This is an optimization exercise on Yosys and OpenROAD, whose aim is small area, not a production implementation.
In this exercise RTL edits were held to simulation tests only and were not proved equivalent to the original.
Power and IR drop assume default switching activity. The flow treats the clock pin as an ideal source, which a real chip does not have.

==> flow/design.v <==
`timescale 1ns/1ps
module delay_increment_comparator #(
  parameter int DW_INTEGER  = 18,
  parameter int DW_FRACTION = 8,
  parameter int DW_DELAY    = 12,
  parameter int N_HALF      = 32
) (
  input  logic                                    clk,
  input  logic                                    rst,
  input  logic                                    configure,
  input  logic signed [DW_INTEGER+DW_FRACTION:0]  term_pos_n,
  input  logic signed [DW_INTEGER+DW_FRACTION:0]  term_neg_n,
  input  logic                                    term_ready,
  output logic                                    term_ack,
  output logic        [DW_DELAY-1:0]              delay_pos,
  output logic        [DW_DELAY-1:0]              delay_neg,
  output logic        [4:0]                       elem_idx,
  output logic        [15:0]                      point_idx,
  output logic                                    out_valid,
  input  logic                                    out_ready,
  output logic                                    overflow
);
  localparam int TW = DW_INTEGER + DW_FRACTION + 1;
  localparam int AW = TW + 2;
  localparam int EW = AW + DW_DELAY;    
  localparam int HW = AW - DW_FRACTION;
  logic                wait_q;
  logic                term_ack_q;
  logic                out_valid_q;
  logic                overflow_q;
  logic                first_q;
  logic [4:0]          elem_q;
  logic [15:0]         point_q;
  logic [EW-1:0]       ring_pos [N_HALF];
  logic [EW-1:0]       ring_neg [N_HALF-1];
  logic                take;
  logic                is_center;
  logic [EW-1:0]       sum_pos, sum_neg;
  logic [EW-1:0]       nrm_pos, nrm_neg;
  logic                ovf_pos, ovf_neg;
  function automatic logic [AW:0] ripple(input logic [AW-1:0] a, input logic [AW-1:0] b,
                                         input logic cin, input int w);
    logic c;
    ripple = '0;
    c = cin;
    for (int i = 0; i < w; i++) begin
      ripple[i] = a[i] ^ b[i] ^ c;
      c         = (a[i] & b[i]) | (c & (a[i] ^ b[i]));
    end
    ripple[w] = c;
  endfunction
  localparam int SPLIT = 17;
  function automatic logic [EW-1:0] accum(input logic [EW-1:0] cur, input logic first,
                                          input logic [TW-1:0] term);
    logic [EW-1:0]       h;
    logic [AW-1:0]       t, s;
    logic [AW:0]         lo, up;
    logic                p;
    h  = first ? '0 : cur;
    t  = {{(AW-TW){term[TW-1]}}, term};
    lo = ripple(h[AW-1:0], t, 1'b0, SPLIT);
    up = ripple(AW'(h[AW-1:SPLIT]), AW'(t[AW-1:SPLIT]), 1'b0, AW - SPLIT);
    s[SPLIT-1:0] = lo[SPLIT-1:0];
    p = 1'b1;
    for (int i = SPLIT; i < AW; i++) begin
      s[i] = up[i-SPLIT] ^ (lo[SPLIT] & p);
      p    = p & up[i-SPLIT];
    end
    accum = {h[EW-1:AW], s};
  endfunction
  localparam int CW = DW_DELAY + 1;
  function automatic logic [EW:0] settle(input logic [EW-1:0] cur);
    logic [DW_DELAY-1:0]  cnt, cnt_nx;
    logic [HW-1:0]        hi, rem;
    logic [AW:0]          d, o;
    logic                 neg, big, ge, ov, b;
    cnt   = cur[EW-1:AW];
    hi    = cur[AW-1:DW_FRACTION];
    neg   = hi[HW-1];
    big   = |hi[HW-2:CW];
    d     = ripple(AW'(hi[CW-1:1]), AW'(~cnt), hi[0], DW_DELAY);
    ge    = ~neg & (big | d[DW_DELAY]);
    rem    = hi;
    rem[0] = hi[0] ^ ge;
    if (ge) rem[CW-1:1] = d[DW_DELAY-1:0];
    b     = 1'b1;
    for (int i = CW; i < HW; i++) begin
      rem[i] = hi[i] ^ (ge & ~d[DW_DELAY] & b);
      b      = b & ~hi[i];
    end
    b = 1'b1;
    for (int i = 0; i < DW_DELAY; i++) begin
      cnt_nx[i] = cnt[i] ^ (ge & b);
      b         = b & cnt[i];
    end
    o     = ripple(AW'(hi[CW:2]), AW'(~cnt), 1'b0, DW_DELAY);
    ov    = ~neg & ((&cnt) ? big : ((|hi[HW-2:CW+1]) | o[DW_DELAY]));
    settle = {ge & ov, cnt_nx, rem, cur[DW_FRACTION-1:0]};
  endfunction
  assign take      = wait_q && term_ready && !rst && !configure;
  assign is_center = (elem_q == 5'd0);
  always_comb begin
    sum_pos            = accum(~ring_pos[0], first_q, term_pos_n);
    sum_neg            = accum(~ring_neg[0], first_q, term_neg_n);
    {ovf_pos, nrm_pos} = settle(ring_pos[N_HALF-1]);
    {ovf_neg, nrm_neg} = settle(ring_neg[N_HALF-2]);
  end
  always_ff @(posedge clk) begin
    if (take) begin
      for (int i = 0; i < N_HALF - 2; i++) ring_pos[i] <= ring_pos[i+1];
      ring_pos[N_HALF-2] <= ~nrm_pos;
      ring_pos[N_HALF-1] <= sum_pos;
    end
  end
  always_ff @(posedge clk) begin
    if (take && !is_center) begin
      for (int i = 0; i < N_HALF - 3; i++) ring_neg[i] <= ring_neg[i+1];
      ring_neg[N_HALF-3] <= ~nrm_neg;
      ring_neg[N_HALF-2] <= sum_neg;
    end
  end
  always_ff @(posedge clk) begin
    if (rst || configure) begin
      first_q <= 1'b1;
    end else if (take && elem_q == 5'(N_HALF - 1)) begin
      first_q <= 1'b0;
    end
  end
  always_ff @(posedge clk) begin
    if (rst || configure) begin
      wait_q      <= ~rst;
      term_ack_q  <= 1'b0;
      out_valid_q <= 1'b0;
      overflow_q  <= 1'b0;
      elem_q      <= '0;
      point_q     <= '0;
    end else begin
      if (wait_q && term_ready) begin
        wait_q     <= 1'b0;
        term_ack_q <= 1'b1;
      end
      if (term_ack_q) begin
        term_ack_q  <= 1'b0;
        out_valid_q <= 1'b1;
        overflow_q  <= overflow_q | ovf_pos | (~is_center & ovf_neg);
      end
      if (out_valid_q && out_ready) begin
        out_valid_q <= 1'b0;
        wait_q      <= 1'b1;
        if (elem_q == 5'(N_HALF - 1)) begin
          elem_q  <= '0;
          point_q <= point_q + 16'd1;
        end else begin
          elem_q  <= elem_q + 5'd1;
        end
      end
    end
  end
  assign term_ack  = term_ack_q;
  assign out_valid = out_valid_q;
  assign overflow  = overflow_q;
  assign delay_pos = nrm_pos[EW-1:AW];
  assign delay_neg = is_center ? nrm_pos[EW-1:AW] : nrm_neg[EW-1:AW];
  assign elem_idx  = elem_q;
  assign point_idx = point_q;
endmodule
clock: 10.0 ns
lec_check: 0
cap_margin: 20
core_margin: 2
core_utilization: 70
cts_cluster_diameter: 80
cts_cluster_size: 30
place_density: 0.75
slew_margin: 20
standard.sh (not shown) runs the stock make flow with config.mk's settings and CLKGATE_MAP_FILE= SYNTH_SCRIPT=/design/flow/synth_recipe.tcl, a recipe that flattens the netlist after the stock synthesis.
==> flow/flow/run.sh <==
#!/bin/bash
# Own layout flow: the standard flow (standard.sh, unchanged synthesis) with
# smaller port buffers and a clock tree without dummy loads.
set -euo pipefail
cd "$(dirname "$0")/.."
CTS="-sink_clustering_enable -repair_clock_nets -sink_clustering_size ${CTS_SIZE:-30} -sink_clustering_max_diameter ${CTS_DIAM:-80} -dont_use_dummy_load"
bash standard.sh \
  "BUFFER_PORTS_ARGS=-buffer_cell sky130_fd_sc_hd__buf_1" \
  "CTS_ARGS=$CTS" \
  finish > standard.log 2>&1
The baseline completed with no timing, DRC or antenna violations.
Edit:
==> flow/flow/run.sh (replaced) <==
#!/bin/bash
# Own layout flow: the standard flow (standard.sh, unchanged synthesis) with
# smaller port buffers and a clock tree without dummy loads.
set -euo pipefail
cd "$(dirname "$0")/.."
CTS="-sink_clustering_enable -repair_clock_nets -sink_clustering_size 18 -sink_clustering_max_diameter 60 -buf_list sky130_fd_sc_hd__clkbuf_8 -dont_use_dummy_load"
bash standard.sh \
  "BUFFER_PORTS_ARGS=-buffer_cell sky130_fd_sc_hd__buf_1" \
  "CTS_ARGS=$CTS" \
  finish > standard.log 2>&1
After rerunning:
- global-route usage is lower by 0.83 points
- worst hold slack degrades by 0.026 ns
- clock skew is lower by 0.0057 ns
- setup slack improves by 0.050 ns
- wire length is lower by a few percent
- count of clock-buffer cells in the layout is higher by 66
- synthesized cell count stays the same
- register-to-register slack improves by 0.15 ns
- clock power is lower by a few percent
- cell area barely changes
Edit:
==> flow/flow/run.sh (replaced) <==
#!/bin/bash
# Own layout flow: the standard flow (standard.sh, unchanged synthesis) with
# smaller port buffers and a clock tree without dummy loads.
set -euo pipefail
cd "$(dirname "$0")/.."
CTS="-sink_clustering_enable -repair_clock_nets -sink_clustering_size 19 -sink_clustering_max_diameter 65 -buf_list sky130_fd_sc_hd__clkbuf_8 -dont_use_dummy_load"
bash standard.sh \
  "BUFFER_PORTS_ARGS=-buffer_cell sky130_fd_sc_hd__buf_1" \
  "CTS_ARGS=$CTS" \
  finish > standard.log 2>&1
- CAP_MARGIN: 20 -> 5
- SLEW_MARGIN: 20 -> 5
Critical path depth does not change; global-route usage hardly moves; setup slack improves by 0.027 ns; cell count is about the same; non-clock buffer count stays the same.


== JK ==
Another version of the RTL of delay_increment_comparator (not shown whole).
For scale: ~2600 flip-flops, ~110 I/O pins.
==> flow/config.mk <==
export PLATFORM = sky130hd
export DESIGN_NAME = delay_increment_comparator
export DESIGN_NICKNAME = delay_increment_comparator
export VERILOG_FILES = /design/flow/design.v
export SDC_FILE = /design/flow/constraint.sdc
export NUM_CORES = 4
export LEC_CHECK = 0
export CAP_MARGIN = 20
export CORE_MARGIN = 2
export CORE_UTILIZATION = 70
export CTS_CLUSTER_DIAMETER = 100
export CTS_CLUSTER_SIZE = 25
export PLACE_DENSITY = 0.75
export SLEW_MARGIN = 20
==> flow/constraint.sdc <==
create_clock -name core_clock -period 10.0 [get_ports {clk}]
set_input_delay 2.0000 -clock core_clock [delete_from_list [all_inputs] [get_ports {clk}]]
set_output_delay 2.0000 -clock core_clock [all_outputs]
set_load 0.01 [all_outputs]
run.sh (not shown) runs the stock make flow with config.mk's settings and CLKGATE_MAP_FILE= SYNTH_SCRIPT=/design/flow/synth_recipe.tcl, a recipe that flattens the netlist after the stock synthesis.
Stock flow here: none of the scripts above is used.
### JK -> MS
-- flow/config.mk --
<<< JK, line 8
export CAP_MARGIN = 20
export CORE_MARGIN = 2
export CORE_UTILIZATION = 70
export CTS_CLUSTER_DIAMETER = 100
export CTS_CLUSTER_SIZE = 25
export PLACE_DENSITY = 0.75
export SLEW_MARGIN = 20
>>> MS, line 8
export CAP_MARGIN = 20
export CORE_MARGIN = 2
export CORE_UTILIZATION = 50
export SLEW_MARGIN = 20
### Flow results
Wire length of the first global-routing pass, JK and MS, higher one = JK.
Compared MS against JK; combinational power within noise.
[compare] base=JK new=MS: areal power density over the cells has increased; total power grew by 4200 uW; via count closely matched the old numbers.
Overall global routing resource usage on MS is down relative to JK.
On MS: number of standard cells in the final layout excluding fillers is about 18% higher than what JK gave.
Signed area change from the synthesized netlist to the final layout, JK and MS, higher one = MS.
MS has less setup slack than JK.
MS vs. JK: period utilization went up by 0.68 points.
Cmp MS vs JK: largest fanout on the critical path higher in MS


delay_increment_comparator, a different RTL version from the one above (not shown whole).
Size in the first run: ~3300 cells after synthesis, roughly 2600 flip-flops, about 110 I/O pins, ~0.084 mm² of cells after synthesis.
export LEC_CHECK = 0
export CAP_MARGIN = 20
export CORE_MARGIN = 2
export CORE_UTILIZATION = 70
export CTS_CLUSTER_DIAMETER = 80
export CTS_CLUSTER_SIZE = 30
export PLACE_DENSITY = 0.75
export SLEW_MARGIN = 20
create_clock -name core_clock -period 10.0 [get_ports {clk}]
standard.sh (not shown) runs the stock make flow with config.mk's settings and CLKGATE_MAP_FILE= SYNTH_SCRIPT=/design/flow/synth_recipe.tcl, a recipe that flattens the netlist after the stock synthesis.
==> flow/flow/run.sh <==
#!/bin/bash
# Own layout flow: the standard flow (standard.sh, unchanged synthesis) with
# smaller port buffers and a clock tree without dummy loads.
set -euo pipefail
cd "$(dirname "$0")/.."
CTS="-sink_clustering_enable -repair_clock_nets -sink_clustering_size ${CTS_SIZE:-30} -sink_clustering_max_diameter ${CTS_DIAM:-80} -dont_use_dummy_load"
bash standard.sh \
  "BUFFER_PORTS_ARGS=-buffer_cell sky130_fd_sc_hd__buf_1" \
  "CTS_ARGS=$CTS" \
  finish > standard.log 2>&1
The starting point ran to the end with no violations.
Edit:
==> flow/run.sh (new file) <==
#!/bin/bash
# synth_recipe.tcl (not shown) runs the flow's synth.tcl, then flattens the netlist and writes it again
# the make line also repeats each setting of config.mk as NAME=value (left out here)
make -C /OpenROAD-flow-scripts/flow DESIGN_CONFIG=/design/flow/config.mk WORK_HOME=/design/flow/orfs CLKGATE_MAP_FILE= SYNTH_SCRIPT=/design/flow/synth_recipe.tcl finish
removed: flow/flow/run.sh
removed: flow/standard.sh
Effect:
- The changed run went through all stages and came out clean
- die area does not change
- hold slack gains 0.015 ns
- global-route usage is about the same
- maximum frequency stays flat
- setup slack barely changes
- final area went up by 1.3%
- synthesized cell count does not change
- register-to-register slack barely changes
- total power goes up by 1.0%
- non-clock buffer count grows by 19
- sequential cell count is unchanged

what the ideal ports hide:
In the flow no input, the clock included, has a driving cell. The finished layouts below were timed again as built, in two steps. Step 1 (the two cells are an assumption about what drives the block):
set clk [get_ports {clk}]
set_driving_cell -lib_cell sky130_fd_sc_hd__clkbuf_16 $clk
set_driving_cell -lib_cell sky130_fd_sc_hd__buf_2 [delete_from_list [all_inputs] $clk]
Step 2, shift: input delay + t, output delay - t, t = (earliest + latest rising clock arrival at the registers) / 2. This alone moves slack from input paths to output paths. a / b / c = ideal / step 1 / step 2; a / b = the first two.
run	t (ns)	slack for setup (ns)	worst hold slack (ns)
the first run of note 1	0.748	0.232 / 0.153 / -0.099	0.371 / 0.371 / 0.371
the second run of note 1	0.883	0.282 / 0.208 / 0.064	0.346 / 0.346 / 0.346
the third run of note 1	0.887	0.309 / 0.237 / 0.091	0.396 / 0.396 / 0.396
JK	0.814	2.242 / 2.293 / 1.479	0.402 / 0.402 / 0.402
MS	0.943	2.174 / 2.230 / 1.287	0.385 / 0.385 / 0.385
the first run of note 3	0.766	0.209 / 0.132 / -0.069	0.403 / 0.403 / 0.403
the second run of note 3	0.794	0.209 / 0.129 / -0.281	0.418 / 0.418 / 0.418
Met with ideal ports but missed after step 2: setup timing in the first run of note 1, the first run of note 3 and the second run of note 3. The setup slack of MS, which loses most, moves by +0.056 ns with the drivers and by -0.887 ns with both steps.
